This is an optimization exercise on Yosys and OpenROAD, whose aim is small area, a short achievable clock period and few clock cycles, not a production implementation. The RTL was checked by simulation tests, not by an equivalence proof against the original design. No activity file was given, so power comes from the tool's default toggle rates.

== job 7729 ==
==> flow/design.v <==
module multicycle_processor (
  input  logic               clk,
  input  logic               reset,
  input  logic [31:0]        MemRD,
  output logic [31:0]        MemAdr,
  output logic [31:0]        MemWD,
  output logic               MemWE,
  output logic               InstrDone,
  input  logic [3:0]         DBtheReg,
  output logic [31:0]        DBtheRegVal
);
  localparam logic [1:0] ALU_ADD = 2'd0;
  localparam logic [1:0] ALU_SUB = 2'd1;
  localparam logic [1:0] ALU_AND = 2'd2;
  localparam logic [1:0] ALU_ORR = 2'd3;
  function automatic logic cond_pass(input logic [3:0] c, input logic [3:0] f);
    logic n, z, cf, v, r;
    n = f[3]; z = f[2]; cf = f[1]; v = f[0];
    case (c)
      4'h0: r = z;
      4'h1: r = !z;
      4'h2: r = cf;
      4'h3: r = !cf;
      4'h4: r = n;
      4'h5: r = !n;
      4'h6: r = v;
      4'h7: r = !v;
      4'h8: r = cf && !z;
      4'h9: r = !cf || z;
      4'hA: r = n == v;
      4'hB: r = n != v;
      4'hC: r = !z && (n == v);
      4'hD: r = z || (n != v);
      4'hE: r = 1'b1;
      default: r = 1'b0;
    endcase
    cond_pass = r;
  endfunction
  logic [31:0] pc_reg;     
  logic [31:0] ir;
  logic        iv;         
  logic        ipred;      
  logic        mv;         
  logic        mload;
  logic [3:0]  mrd;
  logic [31:0] dadr;
  logic [3:0]  nzcv;
  logic [31:0] rf_q [0:14];
  logic        rf_we;
  logic [3:0]  rf_wa;
  logic [31:0] rf_wd, rf_wdm;
  assign rf_wdm = reset ? 32'd0 : rf_wd;
  generate
    for (genvar gi = 0; gi < 15; gi++) begin : gen_rf
      logic [31:0] r_reg;
      always_ff @(posedge clk) begin
        if (reset || (rf_we && rf_wa == 4'(gi)))
          r_reg <= rf_wdm;
      end
      assign rf_q[gi] = r_reg;
    end
  endgenerate
  logic [3:0] cond, cmd, rn, rd, rm;
  logic [1:0] op;
  logic       ibit, sbit, ubit, lbit, link;
  assign cond = ir[31:28];
  assign op   = ir[27:26];
  assign ibit = ir[25];
  assign cmd  = ir[24:21];
  assign link = ir[24];
  assign ubit = ir[23];
  assign sbit = ir[20];
  assign lbit = ir[20];
  assign rn   = ir[19:16];
  assign rd   = ir[15:12];
  assign rm   = ir[3:0];
  logic is_dp, is_ls, is_b;
  assign is_dp = (op == 2'b00);
  assign is_ls = (op == 2'b01);
  assign is_b  = (op == 2'b10);
  logic       dp_ok;
  logic [1:0] dp_ctl;
  always_comb begin
    dp_ok  = 1'b1;
    dp_ctl = ALU_ADD;
    case (cmd)
      4'b0100: dp_ctl = ALU_ADD;
      4'b0010: dp_ctl = ALU_SUB;
      4'b0000: dp_ctl = ALU_AND;
      4'b1100: dp_ctl = ALU_ORR;
      default: dp_ok  = 1'b0;
    endcase
  end
  logic e_act, cond_e, e_dp, e_ls, e_bfail, e_bl, e_redirect, e_ls15;
  assign e_act      = iv && !mv;
  assign cond_e     = cond_pass(cond, nzcv);
  assign e_dp       = e_act && cond_e && is_dp && dp_ok;
  assign e_ls       = e_act && cond_e && is_ls;
  assign e_bfail    = e_act && is_b && ipred && !cond_e;
  assign e_bl       = e_act && is_b && ipred && cond_e && link;
  assign e_redirect = (e_dp && rd == 4'd15) || e_bfail;
  assign e_ls15     = e_ls && rd == 4'd15;
  logic [31:0] pc_plus4, r15_e;
  assign pc_plus4 = pc_reg + 32'd4;
  assign r15_e    = is_b ? pc_reg : pc_plus4;
  logic [3:0]  ra2;
  logic [31:0] rd1, rd2;
  assign ra2 = mv ? mrd : rm;
  assign rd1 = (is_b || rn == 4'd15) ? r15_e : rf_q[rn];
  assign rd2 = (ra2 == 4'd15) ? pc_plus4 : rf_q[ra2];
  assign DBtheRegVal = (DBtheReg == 4'd15) ? pc_reg : rf_q[DBtheReg];
  logic [5:0]  rot;
  logic [31:0] imm8, rot_imm, imm12, br_back;
  assign rot     = {1'b0, ir[11:8], 1'b0};
  assign imm8    = {24'd0, ir[7:0]};
  assign rot_imm = (imm8 >> rot) | (imm8 << (6'd32 - rot));
  assign imm12   = {20'd0, ir[11:0]};
  assign br_back = {~{{6{ir[23]}}, ir[23:0]}, 2'b00};
  logic [31:0] alu_a, alu_b, alu_bx, alu_y;
  logic [1:0]  alu_ctl;
  logic [32:0] alu_sum;
  logic        alu_arith, alu_sub;
  logic [3:0]  alu_flags;
  always_comb begin
    alu_a = rd1;
    if (is_dp)      alu_b = ibit ? rot_imm : rd2;
    else if (is_ls) alu_b = imm12;
    else            alu_b = br_back;
    if (is_dp)      alu_ctl = dp_ctl;
    else if (is_ls) alu_ctl = ubit ? ALU_ADD : ALU_SUB;
    else            alu_ctl = ALU_ADD;
    alu_sub   = (alu_ctl == ALU_SUB);
    alu_arith = (alu_ctl == ALU_ADD) || alu_sub;
    alu_bx    = alu_sub ? ~alu_b : alu_b;
    alu_sum   = {1'b0, alu_a} + {1'b0, alu_bx} + {32'd0, alu_sub};
    case (alu_ctl)
      ALU_AND: alu_y = alu_a & alu_b;
      ALU_ORR: alu_y = alu_a | alu_b;
      default: alu_y = alu_sum[31:0];
    endcase
    alu_flags = {alu_y[31], (alu_y == 32'd0), alu_arith & alu_sum[32],
                 alu_arith & ~(alu_a[31] ^ alu_bx[31]) & (alu_a[31] ^ alu_sum[31])};
  end
  logic [3:0]  f_cond;
  logic        f_isb, f_flags_busy, f_take;
  logic [31:0] f_target;
  assign f_cond       = MemRD[31:28];
  assign f_isb        = (MemRD[27:26] == 2'b10);
  assign f_flags_busy = iv && is_dp && sbit;
  assign f_take       = f_isb &&
                        (f_flags_busy ? (f_cond != 4'hF) : cond_pass(f_cond, nzcv));
  assign f_target     = pc_reg + 32'd8 + {{6{MemRD[23]}}, MemRD[23:0], 2'b00};
  always_comb begin
    rf_we = 1'b0;
    rf_wa = rd;
    rf_wd = alu_y;
    if (mv) begin
      rf_we = mload && mrd != 4'd15;
      rf_wa = mrd;
      rf_wd = MemRD;
    end else if (e_dp) begin
      rf_we = (rd != 4'd15);
    end else if (e_bl) begin
      rf_we = 1'b1;
      rf_wa = 4'd14;
    end
  end
  always_ff @(posedge clk) begin
    dadr  <= alu_y;
    mrd   <= rd;
    mload <= lbit;
    if (reset) begin
      pc_reg <= 32'd0;
      iv     <= 1'b0;
      ipred  <= 1'b0;
      mv     <= 1'b0;
      nzcv   <= 4'd0;
    end else if (mv) begin
      mv <= 1'b0;
      if (mload && mrd == 4'd15) pc_reg <= MemRD;
    end else begin
      mv <= e_ls;
      if (e_dp && sbit) nzcv <= alu_flags;
      if (e_redirect) begin
        iv     <= 1'b0;
        pc_reg <= alu_y;
      end else if (e_ls15) begin
        iv     <= 1'b0;
      end else begin
        iv     <= 1'b1;
        ir     <= MemRD;
        ipred  <= f_take;
        pc_reg <= f_take ? f_target : pc_plus4;
      end
    end
  end
  assign MemAdr    = mv ? dadr : pc_reg;
  assign MemWD     = rd2;
  assign MemWE     = mv && !mload && !reset;
  assign InstrDone = !reset && (mv || (e_act && !e_ls));
endmodule
export LEC_CHECK = 0
export ABC_AREA = 1
export CAP_MARGIN = 20
export CORE_MARGIN = 2
export CORE_UTILIZATION = 40
export SETUP_SLACK_MARGIN = 4
export SLEW_MARGIN = 20
create_clock -name core_clock -period 10.0 [get_ports {clk}]
run.sh (not shown) runs the stock make flow with config.mk's settings and CLKGATE_MAP_FILE= SYNTH_SCRIPT=/design/flow/synth_recipe.tcl, a recipe that flattens the netlist after the stock synthesis.
Job 7729 | stages: all done | timing, DRC, antenna: all pass
Testbench counts of job 7729, summed over its fixed seeds: cycles 19,026.
For job 3335, these inputs were changed with respect to job 7729:
==> flow/flow/run.sh (new file) <==
#!/bin/bash
# The standard layout (standard.sh), with one change: the buffers that the flow puts on
# every input and output port are plain sky130_fd_sc_hd__buf_2 cells instead of the delay
# buffers buffer_ports picks by default. make's full output goes to flow_make.log here; each
# ORFS step also keeps its own log under orfs/logs/.
set -euo pipefail
export BUFFER_PORTS_ARGS="-buffer_cell sky130_fd_sc_hd__buf_2"
bash standard.sh > flow_make.log 2>&1
==> flow/standard.sh (new file) <==
#!/bin/bash
# synth_recipe.tcl (not shown) runs the flow's synth.tcl, then flattens the netlist and writes it again
# the make line also repeats each setting of config.mk as NAME=value (left out here)
make -C /OpenROAD-flow-scripts/flow DESIGN_CONFIG=/design/flow/config.mk WORK_HOME=/design/flow/orfs CLKGATE_MAP_FILE= SYNTH_SCRIPT=/design/flow/synth_recipe.tcl "${@:-finish}"
-- flow/config.mk --
<<< job 7729, line 11
export CORE_UTILIZATION = 40
export SETUP_SLACK_MARGIN = 4
>>> job 3335, line 11
export CORE_UTILIZATION = 40
export CTS_BUF_LIST = sky130_fd_sc_hd__clkbuf_16
export CTS_CLUSTER_DIAMETER = 80
export CTS_CLUSTER_SIZE = 25
export SETUP_SLACK_MARGIN = 4
removed: flow/run.sh
==> comparison <==
Re worst hold slack: job 3335 is 0.012 ns up on job 7729. Job 3335 vs job 7729: total wire length down in job 3335. Looking at count of non-CTS buffers in the layout, job 3335 sits about 3.4% lower than job 7729 does. The met2 global-route usage number comes out lower for job 3335 vs job 7729. Having completed the whole flow, job 3335 delivered a layout that passed the timing, design-rule and antenna checks. Per the comparison of job 3335 with job 7729, final cell count lost about 1.2%, combinational power share picked up an extra 2.1 points, shortest clock period the worst path allows after layout picked up an extra 0.14 ns.
For job 5836, these inputs were changed with respect to job 3335:
==> flow/run.sh (new file) <==
#!/bin/bash
# synth_recipe.tcl (not shown) runs the flow's synth.tcl, then flattens the netlist and writes it again
# the make line also repeats each setting of config.mk as NAME=value (left out here)
make -C /OpenROAD-flow-scripts/flow DESIGN_CONFIG=/design/flow/config.mk WORK_HOME=/design/flow/orfs CLKGATE_MAP_FILE= SYNTH_SCRIPT=/design/flow/synth_recipe.tcl finish
==> flow/config.mk <==
export PLATFORM = sky130hd
export DESIGN_NAME = multicycle_processor
export DESIGN_NICKNAME = multicycle_processor
export VERILOG_FILES = /design/flow/design.v
export SDC_FILE = /design/flow/constraint.sdc
export NUM_CORES = 4
export LEC_CHECK = 0
export CAP_MARGIN = 20
export CORE_MARGIN = 2
export CORE_UTILIZATION = 40
export SLEW_MARGIN = 20
removed: flow/flow/run.sh
removed: flow/standard.sh
Notes after the runs:
Job 3335 → job 5836: area fraction in and, or, nand and nor cells after synthesis decreased by 7.0 points relative to the old numbers; number of global-route vias before repair now larger; initial antenna violation count decreased 2; share of total power in the clock network went up. The lower met3 global-route usage of job 5836 and job 3335 is in job 3335. The beginning of the critical path comes out ir[2] in one run and DBtheReg[1] in the other, namely in job 5836 and job 3335 respectively. Job 5836 vs job 3335 on multi-input gate share of the layout cell area: job 5836 is the higher one. In the metrics for job 5836 and job 3335, the one carrying the higher slew at the pin closest to its max-slew limit is job 5836. Job 3335 → job 5836: smallest setup slack after layout moved down, setup fix buffers added after clock tree synthesis moved down, via count moved down, power drawn by the clock network moved up.
Modified inputs, job 971 compared to job 5836
==> flow/flow/run.sh (new file) <==
#!/bin/bash
# The standard layout (standard.sh), with one change: the buffers that the flow puts on
# every input and output port are plain sky130_fd_sc_hd__buf_2 cells instead of the delay
# buffers buffer_ports picks by default. make's full output goes to flow_make.log here; each
# ORFS step also keeps its own log under orfs/logs/.
set -euo pipefail
export BUFFER_PORTS_ARGS="-buffer_cell sky130_fd_sc_hd__buf_2"
bash standard.sh > flow_make.log 2>&1
==> flow/standard.sh (new file) <==
#!/bin/bash
# synth_recipe.tcl (not shown) runs the flow's synth.tcl, then flattens the netlist and writes it again
# the make line also repeats each setting of config.mk as NAME=value (left out here)
make -C /OpenROAD-flow-scripts/flow DESIGN_CONFIG=/design/flow/config.mk WORK_HOME=/design/flow/orfs CLKGATE_MAP_FILE= SYNTH_SCRIPT=/design/flow/synth_recipe.tcl "${@:-finish}"
-- flow/config.mk --
<<< job 5836, line 7
export LEC_CHECK = 0
export CAP_MARGIN = 20
>>> job 971, line 7
export LEC_CHECK = 0
export ABC_AREA = 1
export CAP_MARGIN = 20
<<< job 5836, line 10
export CORE_UTILIZATION = 40
export SLEW_MARGIN = 20
>>> job 971, line 11
export CORE_UTILIZATION = 40
export SETUP_SLACK_MARGIN = 4
export SLEW_MARGIN = 20
removed: flow/run.sh
Minimum setup slack among reg-to-reg paths in job 971 vs job 5836: up 2.92 ns. Endpoint of the worst setup timing path: DBtheRegVal[24] -> job 971, nzcv[2] -> job 5836. [compare] base=job 5836 new=job 971: wire length on met1 decreased by about 3% relative to the old numbers, synthesized area per cell decreased by 17% relative to the old numbers, maximum frequency increased by about 40% relative to the old numbers, count of multi-input gates increased by 335 relative to the old numbers. Relative to job 5836, wire length of the first global-routing pass decreased by about 8% in job 971. Looking at met2 routing resource usage after global routing, job 971 sits 6.4 points below job 5836. Going from job 5836 to job 971, number of cells traversed by the worst register-to-register path climbed about 40%, met3 track utilization from global routing dropped 2.0 points, power attributed to sequential cells dropped about 10%, die span in y dropped 0.40%.

-- afterwards: timing with drivers on the ports --
No port has a modelled driver above. Below, the same layouts with a new extraction and two added sets of constraints. Step 1: set_driving_cell puts a clkbuf_16 on clk and a buf_2 on each other input, an assumption about the parent block. Step 2 adds t to the input delays and takes it off the output delays; t is the mean of the earliest and latest rising clock arrival at the registers after step 1. Input paths then give back, and output paths get back, about the clock's delay inside the block. a / b / c = ideal / step 1 / step 2; a / b = the first two.
run | t, ns | setup slack, ns | pins driven straight from the clock port
job 7729 | 0.742 | 3.929 / 3.853 / 3.538 | 1
job 3335 | 0.723 | 3.792 / 3.755 / 3.755 | 1
job 5836 | 0.743 | 1.101 / 1.101 / 1.101 | 1
job 971 | 0.720 | 3.738 / 3.689 / 3.689 | 1
After both steps every run listed still meets setup and hold. For job 7729, which loses most, drivers alone change the setup slack by -0.076 ns; drivers and shift together by -0.391 ns.
